Source: an optimization exercise on an open RTL-to-GDS flow (aim: small area, a short achievable clock period and few clock cycles per item). Production flows keep margins and buffers that such runs may drop. At most, simulation tests tie the RTL to the original design; equivalence was not proved.

// des_core
module des_core (
    input  wire        clk_i,
    input  wire        reset_i,
    input  wire        mode_i,
    input  wire        valid_i,
    input  wire        accept_i,
    input  wire [63:0] key_i,
    input  wire [63:0] data_i,
    output wire        accept_o,
    output wire [63:0] data_o_o,
    output wire        valid_o_o
);
Size: ~1600 cells after synthesis, ~130 flip-flops, roughly 200 I/O pins.
export LEC_CHECK = 0
export ABC_AREA = 1
export CAP_MARGIN = 20
export CORE_MARGIN = 2
export CORE_UTILIZATION = 40
export CTS_BUF_LIST = sky130_fd_sc_hd__clkbuf_8
export SETUP_SLACK_MARGIN = 2.6
export SLEW_MARGIN = 20
create_clock -name core_clock -period 4.8 [get_ports {clk_i}]
standard.sh (not shown) runs the stock make flow with config.mk's settings and CLKGATE_MAP_FILE= SYNTH_SCRIPT=/design/flow/synth_recipe.tcl, a recipe that flattens the netlist after the stock synthesis.
==> flow/flow/run.sh <==
#!/bin/bash
# Standard ORFS layout with three changes:
#  - synthesis maps the logic with an area-oriented ABC script (abc_area2.script)
#    instead of ORFS's, and leaves XOR/AND pairs to ABC (no half-adder extraction);
#  - ports get plain buffers instead of the resizer's default pick (a delay cell).
# Each tool's output goes to standard.log; ORFS's own logs stay under orfs/logs.
set -euo pipefail
here=$(pwd)
{
  echo "proc abc {args} {"
  echo "  set i [lsearch -exact \$args -script]"
  echo "  if {\$i >= 0} { lset args [expr {\$i + 1}] $here/flow/abc_area2.script }"
  echo "  yosys abc {*}\$args"
  echo "}"
  cat synth_recipe.tcl
} > my_synth.tcl
bash standard.sh "SYNTH_SCRIPT=$here/my_synth.tcl" "ADDER_MAP_FILE=" \
  "BUFFER_PORTS_ARGS=-buffer_cell sky130_fd_sc_hd__buf_1" finish > standard.log 2>&1
==> flow/flow/abc_area2.script <==
strash
dch -f
map -a
strash
dch -f
map -a
topo
stime -c
The starting point passed the timing, design-rule and antenna checks.
Testbench counts at the start, summed over its fixed seeds: cycles 9,216, items 512.
Change:
--- a/flow/design.v
+++ b/flow/design.v
@@ -219,21 +219,21 @@
     reg         idle;       
     reg         busy;       
     reg         vld;        
     reg  [3:0]  cnt;        
     reg         dec;
     reg         one;        
     reg  [31:0] l_q;
     reg  [31:0] r_q;
     reg  [27:0] c_q;        
     reg  [27:0] d_q;
-    assign accept_o  = idle;
+    assign accept_o  = idle || (vld && accept_i);
     assign valid_o_o = vld;
     assign data_o_o  = des_fp({r_q, l_q});
     wire load = valid_i && accept_o;
     wire [31:0] r_new = l_q ^ des_feistel(r_q, des_pc2({c_q, d_q}));
     wire [63:0] ip    = des_ip(data_i);
     always @(posedge clk_i) begin
         if (busy) begin
             l_q <= r_q;
             r_q <= r_new;
         end else if (!vld || accept_i) begin
Result:
- fmax increases slightly
- first-iteration DRC count decreases by about a fifth
- via count hardly moves
- die area stays flat
For the second run of this note, only the layout was checked, not whether the RTL still works.


Setup of lane 4:
des_core, a different RTL version from the one above (not shown whole).
Size in the first run: about 1700 cells after synthesis, about 130 flip-flops, ~200 I/O pins, ~11000 um^2 of cells after synthesis.
clock: 4.8 ns
lec_check: 0
abc_area: 1
cap_margin: 20
core_margin: 2
core_utilization: 40
cts_buf_list: sky130_fd_sc_hd__clkbuf_8
setup_slack_margin: 2.6
slew_margin: 20
==> flow/flow/run.sh <==
#!/bin/bash
# Standard ORFS layout with three changes:
#  - synthesis maps the logic with ABC script abc_map.script (choice-based
#    mapping with area recovery) instead of ORFS's;
#  - XOR/AND pairs are left to ABC (no half-adder extraction);
#  - ports get plain buffers instead of the resizer's default pick (a delay cell).
# The tools' output goes to standard.log; ORFS's own logs stay under orfs/logs.
set -euo pipefail
here=$(pwd)
{
  echo "proc abc {args} {"
  echo "  set i [lsearch -exact \$args -script]"
  echo "  if {\$i >= 0} { lset args [expr {\$i + 1}] $here/flow/abc_map.script }"
  echo "  yosys abc {*}\$args"
  echo "}"
  cat synth_recipe.tcl
} > my_synth.tcl
bash standard.sh "SYNTH_SCRIPT=$here/my_synth.tcl" "ADDER_MAP_FILE=" \
  "BUFFER_PORTS_ARGS=-buffer_cell sky130_fd_sc_hd__buf_1" finish > standard.log 2>&1
==> flow/flow/abc_map.script <==
strash
dch -f
map
strash
dch -f
map
topo
stime -c
For lane 5, these inputs were changed with respect to lane 4:
--- a/flow/design.v
+++ b/flow/design.v
@@ -218,13 +218,12 @@
     endfunction
     reg         idle;       
     reg         busy;       
     reg         vld;        
     reg  [3:0]  cnt;        
     reg         dec;
-    reg         one;        
     reg  [31:0] l_q;
     reg  [31:0] r_q;
     reg  [27:0] c_q;        
     reg  [27:0] d_q;
     assign accept_o  = idle || (vld && accept_i);
     assign valid_o_o = vld;
@@ -241,53 +240,66 @@
             r_q <= ip[31:0];
         end
     end
     wire [55:0] cd0 = des_pc1(key_i);
     wire [27:0] c0  = cd0[55:28];
     wire [27:0] d0  = cd0[27:0];
+    reg         sl1, sl2, sr1, sr2;
+    wire        ld_d = !busy &&  mode_i;
+    wire        ld_e = !busy && !mode_i;
+    function automatic [27:0] key_next(input [27:0] x, input [27:0] x0,
+                                       input l1, input l2, input r1, input r2,
+                                       input ld, input le);
+        key_next = ({28{l1}} & {x[26:0], x[27]})    | ({28{l2}} & {x[25:0], x[27:26]})
+                 | ({28{r1}} & {x[0], x[27:1]})     | ({28{r2}} & {x[1:0], x[27:2]})
+                 | ({28{ld}} & x0)                  | ({28{le}} & {x0[26:0], x0[27]});
+    endfunction
     always @(posedge clk_i) begin
-        if (!busy) begin
-            if (mode_i) begin
-                c_q <= c0;
-                d_q <= d0;
-            end else begin
-                c_q <= {c0[26:0], c0[27]};
-                d_q <= {d0[26:0], d0[27]};
-            end
-        end else if (dec) begin
-            c_q <= one ? {c_q[0], c_q[27:1]} : {c_q[1:0], c_q[27:2]};
-            d_q <= one ? {d_q[0], d_q[27:1]} : {d_q[1:0], d_q[27:2]};
-        end else begin
-            c_q <= one ? {c_q[26:0], c_q[27]} : {c_q[25:0], c_q[27:26]};
-            d_q <= one ? {d_q[26:0], d_q[27]} : {d_q[25:0], d_q[27:26]};
-        end
+        c_q <= key_next(c_q, c0, sl1, sl2, sr1, sr2, ld_d, ld_e);
+        d_q <= key_next(d_q, d0, sl1, sl2, sr1, sr2, ld_d, ld_e);
     end
     always @(posedge clk_i) begin
         if (busy) begin
             cnt <= cnt + 4'd1;
-            one <= (cnt == 4'd6) || (cnt == 4'd13);
         end else begin
             cnt <= 4'd0;
-            one <= 1'b1;
             dec <= mode_i;
         end
     end
+    wire one = (cnt == 4'd6) || (cnt == 4'd13);
     always @(posedge clk_i or negedge reset_i) begin
         if (!reset_i) begin
             idle <= 1'b1;
             busy <= 1'b0;
             vld  <= 1'b0;
+            sl1  <= 1'b0;
+            sl2  <= 1'b0;
+            sr1  <= 1'b0;
+            sr2  <= 1'b0;
         end else if (busy) begin
             if (cnt == 4'd15) begin
                 busy <= 1'b0;
                 vld  <= 1'b1;
+                sl1  <= 1'b0;
+                sl2  <= 1'b0;
+                sr1  <= 1'b0;
+                sr2  <= 1'b0;
+            end else begin
+                sl1  <= !dec &&  one;
+                sl2  <= !dec && !one;
+                sr1  <=  dec &&  one;
+                sr2  <=  dec && !one;
             end
         end else if (load) begin
             idle <= 1'b0;
             busy <= 1'b1;
             vld  <= 1'b0;
+            sl1  <= !mode_i;
+            sl2  <= 1'b0;
+            sr1  <=  mode_i;
+            sr2  <= 1'b0;
         end else if (vld && accept_i) begin
             idle <= 1'b1;
             vld  <= 1'b0;
         end
     end
 endmodule
Notes after the runs:
On critical path depth: lane 5 sits above lane 4. Per the comparison of lane 5 with lane 4, starting density of the core stayed essentially flat; vertical extent of the die saw a decrease; routed wire length went up 320 um; simple-gate share of the synthesized area now sits lower.
Testbench counts of lane 5, summed over its fixed seeds: cycles 8,712, items 512.
Only the layout flow was run in lane 4; the RTL was not checked for function there.

static timing again, ports no longer ideal:
Ports are ideal in the flow. The routed layouts listed here were re-timed in OpenROAD. Step 1 assumes that a clkbuf_16 drives the clock port and a buf_2 every other input. Step 2 moves the port delays by t, midway between the first and last clock arrival at a register: inputs arrive t later, outputs are due t later. That takes back most of the time a late clock gives input paths. a / b / c = ideal / step 1 / step 2; a / b = the first two.
run | t (ns) | setup slack, ns | worst hold slack (ns)
the first run of note 1 | 0.508 | 2.352 / 2.341 / 2.352 | 0.413 / 0.389 / 0.510
the second run of note 1 | 0.508 | 2.367 / 2.349 / 2.321 | 0.419 / 0.396 / 0.493
lane 4 | 0.512 | 2.458 / 2.410 / 2.316 | 0.287 / 0.264 / 0.472
lane 5 | 0.509 | 2.524 / 2.496 / 2.054 | 0.356 / 0.334 / 0.452
After both steps setup and hold are still met in every run listed. For lane 5, which loses most, drivers alone change the setup slack by -0.028 ns; drivers and shift together by -0.470 ns.
